This design comes from an exercise in tuning for small area, a short achievable clock period and few clock cycles per item on the open sky130 flow, not from production work. Only simulation tests tie the RTL to the original design; equivalence was not proved.

==> flow/run.sh <==
#!/bin/bash
# The standard layout, with plain buf_2 cells as the port buffers instead of the delay
# buffer that buffer_ports picks by default. Everything else is the standard flow.
set -euo pipefail
bash standard.sh "BUFFER_PORTS_ARGS=-buffer_cell sky130_fd_sc_hd__buf_2" SETUP_SLACK_MARGIN=11.0 finish > standard_flow.log 2>&1
==> standard.sh <==
#!/bin/bash
# synth_recipe.tcl (not shown) runs the flow's synth.tcl, then flattens the netlist and writes it again
# the make line also repeats each setting of config.mk as NAME=value (left out here)
make -C /OpenROAD-flow-scripts/flow DESIGN_CONFIG=/design/flow/config.mk WORK_HOME=/design/flow/orfs CLKGATE_MAP_FILE= SYNTH_SCRIPT=/design/flow/synth_recipe.tcl "${@:-finish}"
==> config.mk <==
export PLATFORM = sky130hd
export DESIGN_NAME = inv_byte_substitution_state
export DESIGN_NICKNAME = inv_byte_substitution_state
export VERILOG_FILES = /design/flow/design.v
export SDC_FILE = /design/flow/constraint.sdc
export NUM_CORES = 4
export LEC_CHECK = 0
export CAP_MARGIN = 20
export CORE_MARGIN = 2
export CORE_UTILIZATION = 40
export SLEW_MARGIN = 20
export SYNTH_HIERARCHICAL = 1
==> constraint.sdc <==
create_clock -name core_clock -period 16.0 [get_ports {i_clock}]
set_input_delay 3.2000 -clock core_clock [delete_from_list [all_inputs] [get_ports {i_clock}]]
set_output_delay 3.2000 -clock core_clock [all_outputs]
set_load 0.01 [all_outputs]
==> design.v <==
package aes_pkg;
    localparam int AES_NB_BYTE  = 8;
    localparam int AES_NB_STATE = 128;
endpackage
module inv_byte_substitution_algorithm (input logic [7:0] i_byte, output logic [7:0] o_byte);
    logic t0, t1, t2, t3, t4, t5, t6, t7, t8, t9, t10, t11, t12, t13, t14, t15, t16, t17, t18, t19, t20, t21, t22, t23, t24, t25, t26, t27, t28, t29, t38, t39, t40, t41, t42, t43, t44, t45, t46, t47, t48, t49, t50, t51, t52, t53, t54, t55, t56, t57, t58, t59, t60, t70, t71, t72, t73, t74, t75, t76, t77, t78, t79, t80, t81, t82, t83, t84, t85, t86, t87, t88, t89, t90, t91, t92, t93, t94, t95, t96, t97, t98, t99, t100, t101, t102, t103, t104, t105, t106, t107, t108, t109, t110, t111, t112, t113, t114, t115, t116, t117, t118, t119, t120, t121, t122, t123;
    logic [8:0] blk_o;
    logic [3:0] blk_i;
    logic b_00_, b_01_, b_02_, b_03_, b_04_, b_05_, b_06_, b_07_, b_08_, b_09_, b_10_, b_11_, b_12_, b_13_, b_14_, b_15_, b_16_, b_17_, b_18_, b_19_, b_20_, b_21_, b_22_, b_23_, b_24_, b_25_, b_26_, b_27_, b_28_, b_29_, b_30_, b_31_, b_32_;
    isb_xor2 u0 (.a(i_byte[0]), .b(i_byte[1]), .y(t0));
    isb_xor2 u1 (.a(i_byte[4]), .b(i_byte[6]), .y(t1));
    isb_xor2 u2 (.a(i_byte[2]), .b(i_byte[5]), .y(t2));
    isb_xnor2 u3 (.a(t0), .b(t2), .y(t3));
    isb_xor2 u4 (.a(i_byte[7]), .b(t1), .y(t4));
    isb_xor2 u5 (.a(i_byte[3]), .b(i_byte[6]), .y(t5));
    isb_xor2 u6 (.a(i_byte[2]), .b(i_byte[3]), .y(t6));
    isb_xor2 u7 (.a(i_byte[0]), .b(i_byte[5]), .y(t7));
    isb_xnor2 u8 (.a(i_byte[4]), .b(t0), .y(t8));
    isb_xnor2 u9 (.a(i_byte[2]), .b(t8), .y(t9));
    isb_xnor2 u10 (.a(i_byte[1]), .b(i_byte[2]), .y(t10));
    isb_xnor2 u11 (.a(i_byte[0]), .b(i_byte[4]), .y(t11));
    isb_xor2 u12 (.a(i_byte[5]), .b(t0), .y(t12));
    isb_xor2 u13 (.a(i_byte[4]), .b(t2), .y(t13));
    isb_xor2 u14 (.a(i_byte[0]), .b(t4), .y(t14));
    isb_xor2 u15 (.a(t0), .b(t6), .y(t15));
    isb_xor2 u16 (.a(i_byte[1]), .b(t6), .y(t16));
    isb_xor2 u17 (.a(t4), .b(t16), .y(t17));
    isb_xnor2 u18 (.a(i_byte[1]), .b(t1), .y(t18));
    isb_xnor2 u19 (.a(i_byte[5]), .b(t5), .y(t19));
    isb_xor2 u20 (.a(i_byte[1]), .b(i_byte[3]), .y(t20));
    isb_xor2 u21 (.a(i_byte[4]), .b(i_byte[5]), .y(t21));
    isb_xor2 u22 (.a(t20), .b(t21), .y(t22));
    isb_xnor2 u23 (.a(i_byte[7]), .b(t0), .y(t23));
    isb_xor2 u24 (.a(i_byte[6]), .b(t3), .y(t24));
    isb_xor2 u25 (.a(i_byte[6]), .b(i_byte[7]), .y(t25));
    isb_xor2 u26 (.a(t2), .b(t25), .y(t26));
    isb_xor2 u27 (.a(t3), .b(t4), .y(t27));
    isb_xor2 u28 (.a(t1), .b(t7), .y(t28));
    isb_xor2 u29 (.a(i_byte[0]), .b(t5), .y(t29));
    isb_nand2 u30 (.a(t9), .b(t14), .y(t38));
    isb_nand2 u31 (.a(t10), .b(t15), .y(t39));
    isb_nand2 u32 (.a(t11), .b(t17), .y(t40));
    isb_nand2 u33 (.a(t12), .b(t18), .y(t41));
    isb_nand2 u34 (.a(t7), .b(t19), .y(t42));
    isb_nand2 u35 (.a(i_byte[1]), .b(t22), .y(t43));
    isb_nand2 u36 (.a(t13), .b(t23), .y(t44));
    isb_nand2 u37 (.a(t3), .b(t24), .y(t45));
    isb_nand2 u38 (.a(t8), .b(t26), .y(t46));
    isb_xor2 u39 (.a(t41), .b(t42), .y(t47));
    isb_xor2 u40 (.a(t42), .b(t43), .y(t48));
    isb_xor2 u41 (.a(i_byte[6]), .b(t38), .y(t49));
    isb_xor2 u42 (.a(t40), .b(t47), .y(t50));
    isb_xor2 u43 (.a(t49), .b(t50), .y(t51));
    isb_xor2 u44 (.a(t39), .b(t27), .y(t52));
    isb_xor2 u45 (.a(t38), .b(t48), .y(t53));
    isb_xor2 u46 (.a(t52), .b(t53), .y(t54));
    isb_xor2 u47 (.a(t28), .b(t44), .y(t55));
    isb_xor2 u48 (.a(t45), .b(t47), .y(t56));
    isb_xnor2 u49 (.a(t55), .b(t56), .y(t57));
    isb_xor2 u50 (.a(t29), .b(t46), .y(t58));
    isb_xor2 u51 (.a(t45), .b(t48), .y(t59));
    isb_xnor2 u52 (.a(t58), .b(t59), .y(t60));
    assign blk_i = {t60, t57, t54, t51};
    isb_clkinv_1 u53 (.A(blk_i[1]), .Y(b_00_));
    isb_clkinv_1 u54 (.A(blk_i[2]), .Y(b_01_));
    isb_nand3_1 u55 (.A(b_00_), .B(b_01_), .C(blk_i[0]), .Y(b_02_));
    isb_clkinv_1 u56 (.A(blk_i[3]), .Y(b_03_));
    isb_o21ai_0 u57 (.A1(b_00_), .A2(b_03_), .B1(blk_i[0]), .Y(b_04_));
    isb_nand2_1 u58 (.A(b_04_), .B(blk_i[1]), .Y(b_05_));
    isb_nand2_1 u59 (.A(b_05_), .B(b_02_), .Y(blk_o[7]));
    isb_o21ai_0 u60 (.A1(b_00_), .A2(b_03_), .B1(blk_i[2]), .Y(b_06_));
    isb_o21ai_0 u61 (.A1(blk_i[3]), .A2(b_00_), .B1(b_01_), .Y(b_07_));
    isb_a22o_1 u62 (.A1(blk_i[0]), .A2(b_02_), .B1(b_06_), .B2(b_07_), .X(blk_o[6]));
    isb_o21ai_0 u63 (.A1(b_00_), .A2(blk_o[6]), .B1(b_04_), .Y(blk_o[8]));
    isb_clkinv_1 u64 (.A(blk_i[0]), .Y(b_08_));
    isb_o21ai_0 u65 (.A1(blk_i[2]), .A2(b_08_), .B1(blk_i[3]), .Y(b_09_));
    isb_o21ai_0 u66 (.A1(b_00_), .A2(b_01_), .B1(b_09_), .Y(blk_o[1]));
    isb_nand2_1 u67 (.A(blk_i[0]), .B(blk_i[3]), .Y(b_10_));
    isb_xor2_1 u68 (.A(b_10_), .B(b_06_), .X(blk_o[0]));
    isb_xor2_1 u69 (.A(blk_o[1]), .B(blk_o[0]), .X(blk_o[2]));
    isb_xor2_1 u70 (.A(blk_o[8]), .B(blk_o[2]), .X(blk_o[5]));
    isb_o21ai_0 u71 (.A1(b_08_), .A2(b_01_), .B1(b_07_), .Y(b_11_));
    isb_o21ai_0 u72 (.A1(blk_i[1]), .A2(b_10_), .B1(b_11_), .Y(blk_o[3]));
    isb_xor2_1 u73 (.A(blk_o[3]), .B(blk_o[5]), .X(blk_o[4]));
    isb_nand2 u74 (.a(t14), .b(blk_o[0]), .y(t70));
    isb_nand2 u75 (.a(t15), .b(blk_o[1]), .y(t71));
    isb_nand2 u76 (.a(t17), .b(blk_o[2]), .y(t72));
    isb_nand2 u77 (.a(t18), .b(blk_o[3]), .y(t73));
    isb_nand2 u78 (.a(t19), .b(blk_o[4]), .y(t74));
    isb_nand2 u79 (.a(t22), .b(blk_o[5]), .y(t75));
    isb_nand2 u80 (.a(t23), .b(blk_o[6]), .y(t76));
    isb_nand2 u81 (.a(t24), .b(blk_o[7]), .y(t77));
    isb_nand2 u82 (.a(t26), .b(blk_o[8]), .y(t78));
    isb_nand2 u83 (.a(t9), .b(blk_o[0]), .y(t79));
    isb_nand2 u84 (.a(t10), .b(blk_o[1]), .y(t80));
    isb_nand2 u85 (.a(t11), .b(blk_o[2]), .y(t81));
    isb_nand2 u86 (.a(t12), .b(blk_o[3]), .y(t82));
    isb_nand2 u87 (.a(t7), .b(blk_o[4]), .y(t83));
    isb_nand2 u88 (.a(i_byte[1]), .b(blk_o[5]), .y(t84));
    isb_nand2 u89 (.a(t13), .b(blk_o[6]), .y(t85));
    isb_nand2 u90 (.a(t3), .b(blk_o[7]), .y(t86));
    isb_nand2 u91 (.a(t8), .b(blk_o[8]), .y(t87));
    isb_xor2 u92 (.a(t79), .b(t80), .y(t88));
    isb_xor2 u93 (.a(t86), .b(t88), .y(t89));
    isb_xor2 u94 (.a(t75), .b(t89), .y(t90));
    isb_xor2 u95 (.a(t82), .b(t84), .y(t91));
    isb_xor2 u96 (.a(t73), .b(t76), .y(t92));
    isb_xor2 u97 (.a(t70), .b(t77), .y(t93));
    isb_xor2 u98 (.a(t72), .b(t81), .y(t94));
    isb_xor2 u99 (.a(t74), .b(t77), .y(t95));
    isb_xor2 u100 (.a(t78), .b(t87), .y(t96));
    isb_xor2 u101 (.a(t78), .b(t91), .y(t97));
    isb_xor2 u102 (.a(t72), .b(t76), .y(t98));
    isb_xor2 u103 (.a(t87), .b(t93), .y(t99));
    isb_xor2 u104 (.a(t98), .b(t89), .y(t100));
    isb_xor2 u105 (.a(t99), .b(t100), .y(t101));
    isb_xor2 u106 (.a(t70), .b(t73), .y(t102));
    isb_xor2 u107 (.a(t74), .b(t79), .y(t103));
    isb_xor2 u108 (.a(t82), .b(t83), .y(t104));
    isb_xor2 u109 (.a(t94), .b(t102), .y(t105));
    isb_xor2 u110 (.a(t103), .b(t104), .y(t106));
    isb_xor2 u111 (.a(t105), .b(t106), .y(t107));
    isb_xor2 u112 (.a(t92), .b(t96), .y(t108));
    isb_xor2 u113 (.a(t108), .b(t90), .y(t109));
    isb_xor2 u114 (.a(t71), .b(t75), .y(t110));
    isb_xor2 u115 (.a(t92), .b(t93), .y(t111));
    isb_xor2 u116 (.a(t110), .b(t111), .y(t112));
    isb_xor2 u117 (.a(t85), .b(t95), .y(t113));
    isb_xor2 u118 (.a(t97), .b(t113), .y(t114));
    isb_xor2 u119 (.a(t90), .b(t114), .y(t115));
    isb_xor2 u120 (.a(t95), .b(t96), .y(t116));
    isb_xor2 u121 (.a(t116), .b(t90), .y(t117));
    isb_xor2 u122 (.a(t71), .b(t76), .y(t118));
    isb_xor2 u123 (.a(t80), .b(t94), .y(t119));
    isb_xor2 u124 (.a(t118), .b(t97), .y(t120));
    isb_xor2 u125 (.a(t119), .b(t120), .y(t121));
    isb_xor2 u126 (.a(t83), .b(t84), .y(t122));
    isb_xor2 u127 (.a(t88), .b(t122), .y(t123));
    assign o_byte[0] = t101;
    assign o_byte[1] = t107;
    assign o_byte[2] = t109;
    assign o_byte[3] = t112;
    assign o_byte[4] = t115;
    assign o_byte[5] = t117;
    assign o_byte[6] = t121;
    assign o_byte[7] = t123;
endmodule
module isb_xor2 (input logic a, input logic b, output logic y);
    assign y = a ^ b;
endmodule
module isb_xnor2 (input logic a, input logic b, output logic y);
    assign y = ~(a ^ b);
endmodule
module isb_nand2 (input logic a, input logic b, output logic y);
    assign y = ~(a & b);
endmodule
module isb_a22o_1 (input logic A1, input logic A2, input logic B1, input logic B2, output logic X);
    assign X = (B1&B2) | (A1&A2);
endmodule
module isb_clkinv_1 (input logic A, output logic Y);
    assign Y = (~A);
endmodule
module isb_nand2_1 (input logic A, input logic B, output logic Y);
    assign Y = (~A) | (~B);
endmodule
module isb_nand3_1 (input logic A, input logic B, input logic C, output logic Y);
    assign Y = (~A) | (~B) | (~C);
endmodule
module isb_o21ai_0 (input logic A1, input logic A2, input logic B1, output logic Y);
    assign Y = (~A1&~A2) | (~B1);
endmodule
module isb_xor2_1 (input logic A, input logic B, output logic X);
    assign X = (A&~B) | (~A&B);
endmodule
import aes_pkg::*;
module inv_byte_substitution_state (
    input  logic           i_clock,
    input  logic           i_reset,
    input  logic [127:0]   i_state,
    input  logic           i_valid,
    output logic           o_ready,
    output logic [127:0]   o_state,
    output logic           o_valid,
    input  logic           i_ready
);
    logic vout_q, va_q, vs_q, ready_q;
    logic lo, la, acc;
    inv_byte_flag u_ovalid (
        .i_clock (i_clock),
        .i_reset (i_reset),
        .i_en    (lo),
        .i_d     (va_q),
        .o_q     (o_valid)
    );
    assign acc = i_valid & ready_q;
    assign lo  = ~vout_q | i_ready;    
    assign la  = ~va_q | lo;           
    for (genvar k = 0; k < 16; k++) begin : g_lane
        inv_byte_lane u_lane (
            .i_clock (i_clock),
            .i_byte  (i_state[8*k +: 8]),
            .i_ready (i_ready),
            .i_vout  (vout_q),
            .i_va    (va_q),
            .i_vs    (vs_q),
            .o_byte  (o_state[8*k +: 8])
        );
    end
    always_ff @(posedge i_clock) begin
        if (i_reset) begin
            vout_q  <= 1'b0;
            va_q    <= 1'b0;
            vs_q    <= 1'b0;
            ready_q <= 1'b1;
        end else begin
            if (lo) vout_q <= va_q;
            if (la) begin
                va_q    <= vs_q | acc;
                vs_q    <= vs_q & acc;
                ready_q <= ~(vs_q & acc);
            end else begin
                vs_q    <= vs_q | acc;
                ready_q <= ~(vs_q | acc);
            end
        end
    end
    assign o_ready = ready_q;
endmodule
module inv_byte_lane (
    input  logic       i_clock,
    input  logic [7:0] i_byte,
    input  logic       i_ready,
    input  logic       i_vout,
    input  logic       i_va,
    input  logic       i_vs,
    output logic [7:0] o_byte
);
    logic [7:0] a_q, s_q, out_q, sb, a_d;
    logic       lo, la, ls;
    assign lo = ~i_vout | i_ready;
    assign la = ~i_va | lo;
    assign ls = ~i_vs | la;
    for (genvar b = 0; b < 8; b++) begin : g_bit
        inv_byte_mux2i u_mux (
            .i_a0 (i_byte[b]),
            .i_a1 (s_q[b]),
            .i_s  (i_vs),
            .o_y  (a_d[b])
        );
    end
    inv_byte_substitution_algorithm u_alg (
        .i_byte (a_q),
        .o_byte (sb)
    );
    always_ff @(posedge i_clock) begin
        if (lo) out_q <= sb;
        if (la) a_q   <= a_d;
        if (ls) s_q   <= i_byte;
    end
    assign o_byte = out_q;
endmodule
module inv_byte_flag (
    input  logic i_clock,
    input  logic i_reset,
    input  logic i_en,
    input  logic i_d,
    output logic o_q
);
    always_ff @(posedge i_clock) begin
        if (i_reset)   o_q <= 1'b0;
        else if (i_en) o_q <= i_d;
    end
endmodule
module inv_byte_mux2i (
    input  logic i_a0,
    input  logic i_a1,
    input  logic i_s,
    output logic o_y
);
    assign o_y = ~(i_s ? i_a1 : i_a0);
endmodule
==> results of run 1 <==
==> through the flow <==
stage	cells
finish	3950
global route	3950
CTS	3929
detailed placement	3841
global placement	3841
floorplan	2753
==> cells by family after synthesis <==
family	count (synthesis)	share of synthesized area
mux	129	0.0446
buf+inv	193	0.0416
simple gates	549	0.0784
xor+xnor	1344	0.406
compound gates	149	0.0281
flops	389	0.401
==> Yosys stat by module (local to each module, per instance), excerpt <==
module,area [um2],cells inside
inv_byte_substitution_state,143,14
isb_nand3_1,5.00,1
isb_nand2,3.75,1
inv_byte_flag,33.8,3
isb_clkinv_1,3.75,1
isb_xnor2,8.76,1
isb_a22o_1,8.76,1
isb_nand2_1,3.75,1
isb_xor2,8.76,1
isb_xor2_1,8.76,1
inv_byte_substitution_algorithm,60.1,8
inv_byte_mux2i,10.0,1
==> flip-flops by register name, summed over array words and instances, names as in the netlist <==
signal / cells
g_lane.u_lane.a_q: 128
g_lane.u_lane.out_q: 128
g_lane.u_lane.s_q: 128
ready_q: 1
u_ovalid.o_q: 1
va_q: 1
vout_q: 1
vs_q: 1
==> placed cells by master, fill, tap and decap left out, types with 3 or more instances in the layout <==
| cell type | n |
|---|---|
| a21oi_1 | 3 |
| a22o_1 | 16 |
| buf_2 | 261 |
| buf_4 | 22 |
| bufinv_16 | 6 |
| clkbuf_1 | 6 |
| clkbuf_16 | 49 |
| clkinv_1 | 5 |
| clkinv_2 | 7 |
| clkinv_4 | 4 |
| clkinvlp_4 | 4 |
| diode_2 | 4 |
| edfxtp_1 | 384 |
| inv_1 | 65 |
| inv_6 | 4 |
| mux2i_1 | 129 |
| nand2_1 | 480 |
| nand2b_1 | 18 |
| nand3_1 | 17 |
| nand3b_1 | 17 |
| nand4b_1 | 16 |
| o21ai_1 | 128 |
| xnor2_1 | 143 |
| xnor2_2 | 17 |
| xor2_1 | 1133 |
| xor2_2 | 37 |
| xor2_4 | 14 |
==> area by class of cell <==
class / count / area [um2]
tap: 950 / 1190
clock buffer: 57 / 1280
inverter: 65 / 244
fill: 6667 / 38600
multi-input combinational: 2171 / 16800
sequential: 389 / 11600
clock inverter: 31 / 354
antenna: 4 / 10.0
timing repair buffer: 283 / 1470
==> per-layer routing <==
layer	vias to the layer above	track usage	routed length [um]
met1	8615	0.202	26600
met2	392	0.283	30600
li1	9304	-	-
met4	16	0.0515	1680
met3	120	0.0302	3050
met5	-	0	107
==> worst max-delay path: cells and delay by family, from the launching register on <==
family	cells	cell delay, ns
XOR/XNOR	13	3.16
AND/OR/NAND/NOR	2	0.26
flip-flops	1	0.58
AO/OA/AOI/OAI	1	0.21
buffers and inverters	1	0.16
==> worst paths after layout <==
| path | from | end | slack (ns) | cells past startpoint |
|---|---|---|---|---|
| worst max-delay path | g_lane[5].u_lane.a_q[1]$_DFFE_PP_ | g_lane[5].u_lane.out_q[4]$_DFFE_PP_ | 11.36 | 17 |
| worst min-delay path | u_ovalid.o_q$_SDFFE_PP0P_ | u_ovalid.o_q$_SDFFE_PP0P_ | 0.50 | 2 |
| worst max register to register | g_lane[5].u_lane.a_q[1]$_DFFE_PP_ | g_lane[5].u_lane.out_q[4]$_DFFE_PP_ | 11.36 | 17 |
| worst min register to register | u_ovalid.o_q$_SDFFE_PP0P_ | u_ovalid.o_q$_SDFFE_PP0P_ | 0.50 | 2 |
==> repair_timing <==
action                                  4_1_cts  5_1_grt
endpoints found under the setup margin        0       47
setup buffers                                 0       17
resized for setup                             0       82
==> flow_metrics.tcl, run 1 <==
set metrics [dict create \
    slew_headroom 0.404 \
    worst_hold_slack_ns 0.501 \
    die_w_um 273 \
    syn_avg_cell_area_um2 10.5 \
    synthArstFlopShare 0 \
    synth.most_common_cell "xor2_1" \
    clk_pin_slew_ns 0.06 \
    drc 0 \
    worst_slack_ns 11.36 \
    postPlaceCellArea_um2 30600 \
    setup_viol_count_final 0 \
    critPathMaxStageDelay_ns 0.58 \
    synth_edf_count 384 \
    viasPerCell 4.67 \
    ys_seq_area_frac 0.401 \
    synth_cell_types 18 \
    layout-drive-gt1-share 0.144 \
    min_period_over_period 0.290 \
    skew_ns 0.0226 \
    crit_chain "xor2_4, xnor2_1, xnor2_1, nand2_1, xor2_1, xor2_1, inv_1, o21ai_1, xor2_1, xor2_1, xor2_1, xor2_1, nand2_1, xor2_1, xor2_1, xor2_1, xor2_1" \
    postRouteAntennaNets 0 \
    syn_nets 2885 \
    tightestPinTransition_ns 0.895 \
    syn_area_um2 29000 \
    cts.sinks 389 \
    coreArea_um2 71600 \
    setup_tns_ns 0 \
    ys_warn_count 9 \
    outcome "complete, no violations" \
    clockRootBuffer "clkbuf_16" \
    crit_path_top_delay_cell "edfxtp_1" \
    synthCells 2753 \
    hold_buffers 0 \
    via_count 18447 \
    areaGrowthSynthToFinish_pct 13.9 \
    synth_area_leaders "edfxtp_1 (40%), xor2_1 (36%), nand2_1 (6.2%)" \
    cts_tree "done" \
    hold_class "reg2reg" \
    critical_path.most_common_cell "xor2_1" \
    dieHeight_um 273 \
    synth_seq_cells 389 \
    stdcell_area_um2 33000 \
    grt_pass1_vias 19406 \
    hold_viol_final 0 \
    cp_max_fo 7 \
    htreeDepth 2 \
    yosys-top-cells-count "xor2_1 (1184), nand2_1 (480), edfxtp_1 (384), xnor2_1 (160), mux2i_1 (129)" \
    grt_overflow 0 \
    port_buffers 261 \
    pre_cts_slack_ns 11.15 \
    drv_cap 0 \
    final_core_util 0.461 \
    cts_made_buffers 47 \
    clock_latency_ns 0.58 \
    yosysTopAreaCellShare 0.398 \
    dieArea_um2 74600 \
    antenna_found_initial 12 \
    worstSetupEndpointType "flop" \
    rows 98 \
    rsz0062_at_grt "false" \
    post-route-min-period_ns 4.64 \
    grt_max_degree 55 \
    initial_core_util 0.405 \
    drt-initial-drc-count 823 \
    ys.flop_type "edfxtp_1" \
    gp_congestion 0.903 \
    yosys.area.top_type "edfxtp_1" \
    dpl.hpwl_mm 49.2 \
    fmax_mhz 216 \
    grtUsageTotal 0.162 \
    post_drt_wl_per_cell_um 15.7 \
    num_io_pins 262 \
    required_ns 16.29 \
    layout.nets 3089 \
    cts_buffer_depth 3 \
    grt_pass1_wl_mm 98.1 \
    finalMaxSlewViolations 0 \
    routed_wl_mm 62.1 \
    crit_arrival_ns 4.93 \
    startpoint_type "flop" \
    crit_type "reg2reg" \
    firstDrtPassIters 5 \
]
Testbench counts, summed over its fixed seeds: cycles 1,616, items 1,600.
==> run 2: changes to the inputs <==
==> flow/run.sh (replaced) <==
#!/bin/bash
# The standard layout, with plain buf_2 cells as the port buffers instead of the delay
# buffer that buffer_ports picks by default. Everything else is the standard flow.
set -euo pipefail
bash standard.sh "BUFFER_PORTS_ARGS=-buffer_cell sky130_fd_sc_hd__buf_2" finish > standard_flow.log 2>&1
==> flow_metrics.tcl, run 2 <==
set metrics [dict create \
    syn_area_um2 29000 \
    antenna_found_initial 13 \
    post_drt_wl_per_cell_um 15.5 \
    post_cts_buffers 0 \
    setup_viol_count_final 0 \
    initial_core_util 0.405 \
    drt-initial-drc-count 741 \
    syn_nets 2885 \
    die_w_um 273 \
    rsz0062_at_grt "false" \
    hold_buffers 0 \
    layout.nets 3068 \
    final_cell_mix "xor2_1 (1184), nand2_1 (480), edfxtp_1 (384)" \
    grtUsageTotal 0.160 \
    hold_class "reg2reg" \
    ys_seq_area_frac 0.401 \
    postRouteAntennaNets 0 \
    drc 0 \
    dieHeight_um 273 \
    clk_pin_slew_ns 0.06 \
    required_ns 16.30 \
    grt_max_degree 109 \
    coreArea_um2 71600 \
    cts_tree "done" \
    finalMaxSlewViolations 0 \
    crit_type "reg2reg" \
    worstSetupEndpointType "flop" \
    synth_edf_count 384 \
    startpoint_type "flop" \
    top_regs "g_lane.u_lane.a_q: 128 flops, g_lane.u_lane.out_q: 128 flops, g_lane.u_lane.s_q: 128 flops" \
    synth_seq_cells 389 \
    routed_wl_mm 60.7 \
    ctsResizeCount 0 \
    cp_max_fo 7 \
    yosys.area.top_type "edfxtp_1" \
    post-route-min-period_ns 4.91 \
    hold_viol_final 0 \
    yosys-top-cells-count "xor2_1 (1184), nand2_1 (480), edfxtp_1 (384), xnor2_1 (160), mux2i_1 (129)" \
    firstDrtPassIters 5 \
    crit_arrival_ns 5.21 \
    synth.most_common_cell "xor2_1" \
    clock_latency_ns 0.59 \
    dpl.hpwl_mm 48.1 \
    final_common_cell "xor2_1" \
    dieArea_um2 74600 \
    clockRootBuffer "clkbuf_16" \
    cts.sinks 389 \
    num_io_pins 262 \
    synthArstFlopShare 0 \
    port_buffers 261 \
    syn_avg_cell_area_um2 10.5 \
    skew_ns 0.0280 \
    outcome "complete, no violations" \
    min_period_over_period 0.307 \
    via_count 18515 \
    drv_cap 0 \
    synth_area_leaders "edfxtp_1 (40%), xor2_1 (36%), nand2_1 (6.2%)" \
    gp_congestion 0.900 \
    slew_headroom 0.414 \
    rows 98 \
    cts_made_buffers 44 \
    grt_pass1_vias 19192 \
    yosysTopAreaCellShare 0.398 \
    tightestPinTransition_ns 0.880 \
    ys.flop_type "edfxtp_1" \
    synthCells 2753 \
    fmax_mhz 204 \
    synth_cell_types 18 \
    layout-drive-gt1-share 0.114 \
    setup_tns_ns 0 \
    cts_buffer_depth 3 \
    grt_pass1_wl_mm 97.4 \
    viasPerCell 4.72 \
    grt_overflow 0 \
    ys_warn_count 9 \
    areaGrowthSynthToFinish_pct 10.6 \
    htreeDepth 2 \
]
[run 2: cell counts after synthesis]
No cell type changed its count.
[run 2: logic make-up after synthesis]
kind of cell,share of synthesized area
mux,0.0446
buf+inv,0.0416
simple gates,0.0784
compound gates,0.0281
flops,0.401
xor+xnor,0.406
[run 2: layout make-up]
type / count / area, um2
fill: 6694 / 39600
timing repair buffer: 265 / 1350
antenna: 2 / 5.00
tap: 950 / 1190
clock buffer: 51 / 1130
clock inverter: 29 / 344
inverter: 65 / 244
multi-input combinational: 2171 / 16100
sequential: 389 / 11600
[run 2: worst paths after layout]
| kind | from | end | slack (ns) | depth (start not counted) |
|---|---|---|---|---|
| max | g_lane[6].u_lane.a_q[1]$_DFFE_PP_ | g_lane[6].u_lane.out_q[4]$_DFFE_PP_ | 11.09 | 17 |
| min reg2reg | g_lane[14].u_lane.s_q[2]$_DFFE_PP_ | g_lane[14].u_lane.a_q[2]$_DFFE_PP_ | 0.54 | 1 |
| max reg2reg | g_lane[6].u_lane.a_q[1]$_DFFE_PP_ | g_lane[6].u_lane.out_q[4]$_DFFE_PP_ | 11.09 | 17 |
| min | g_lane[14].u_lane.s_q[2]$_DFFE_PP_ | g_lane[14].u_lane.a_q[2]$_DFFE_PP_ | 0.54 | 1 |
[run 2: worst max-delay path: stages, from the launching register on]
cell      delay [ns]
edfxtp_1        0.55
xor2_1          0.55
xnor2_1         0.32
xor2_1          0.28
nand2_1         0.14
xor2_1          0.18
xnor2_1         0.34
inv_1           0.10
o21ai_1         0.23
xor2_1          0.28
xor2_1          0.30
xor2_1          0.30
xor2_1          0.21
nand2_1         0.12
xor2_1          0.26
xor2_1          0.21
xor2_1          0.20
xor2_1          0.08
[run 2: per-stage QoR]
step | setup slack (ns) | utilization | cell area, um2 | std cells | hold WS, ns
floorplan | 9.87 | - | 29000 | 2753 | 0.526
global placement | 11.25 | 0.427 | 30600 | 3840 | 0.537
detailed placement | 11.07 | 0.427 | 30600 | 3840 | 0.537
CTS | 11.05 | 0.447 | 32000 | 3920 | 0.546
global route | 10.55 | 0.447 | 32000 | 3921 | 0.554
finish | 11.09 | 0.447 | 32000 | 3922 | 0.539
[run 2: Yosys stat by module, one instance, submodules excluded, excerpt]
| module | flops+latches | area (um2) | times used |
|---|---|---|---|
| isb_xor2_1 | 0 | 8.76 | 64 |
| isb_nand3_1 | 0 | 5.00 | 16 |
| inv_byte_flag | 1 | 33.8 | 1 |
| isb_nand2 | 0 | 3.75 | 432 |
| isb_nand2_1 | 0 | 3.75 | 48 |
| isb_xnor2 | 0 | 8.76 | 160 |
| isb_clkinv_1 | 0 | 3.75 | 64 |
| isb_a22o_1 | 0 | 8.76 | 16 |
| isb_xor2 | 0 | 8.76 | 1120 |
| inv_byte_substitution_algorithm | 0 | 60.1 | 16 |
| inv_byte_substitution_state | 4 | 143 | 1 |
[run 2: layer usage]
metal | share of wire | vias up | GRT usage | wire length, um
li1 | - | 9306 | - | -
met1 | 0.43 | 8742 | 0.196 | 26200
met2 | 0.50 | 366 | 0.288 | 30500
met3 | 0.044 | 93 | 0.0261 | 2680
met4 | 0.020 | 8 | 0.0423 | 1230
met5 | 0.00084 | - | 0 | 51

==> afterwards: timing with drivers on the ports <==
In the flow no input, the clock included, has a driving cell. The finished layouts below were timed again as built, in two steps.
Step 1 sets driving cells, clkbuf_16 on the clock port and buf_2 on the other inputs (assumed; they add their load-dependent delay and slew).
Step 2 also shifts input and output timing later by t, the mid clock arrival at the registers, as if the neighbouring blocks saw the same clock.
Three values: ideal ports, drivers, drivers and shift; two values: the first two.
run | t (ns) | setup WS [ns] | worst setup path at the end | worst data-port slew with drivers (ns)
run 1 | 0.635 | 11.361 / 11.361 / 11.240 | input to register | 0.10
run 2 | 0.631 | 11.093 / 11.093 / 11.093 | register to register | 0.15
After both steps setup and hold are still met in every run listed. For run 1, which loses most, drivers alone change the setup slack by 0.000 ns; drivers and shift together by -0.121 ns.
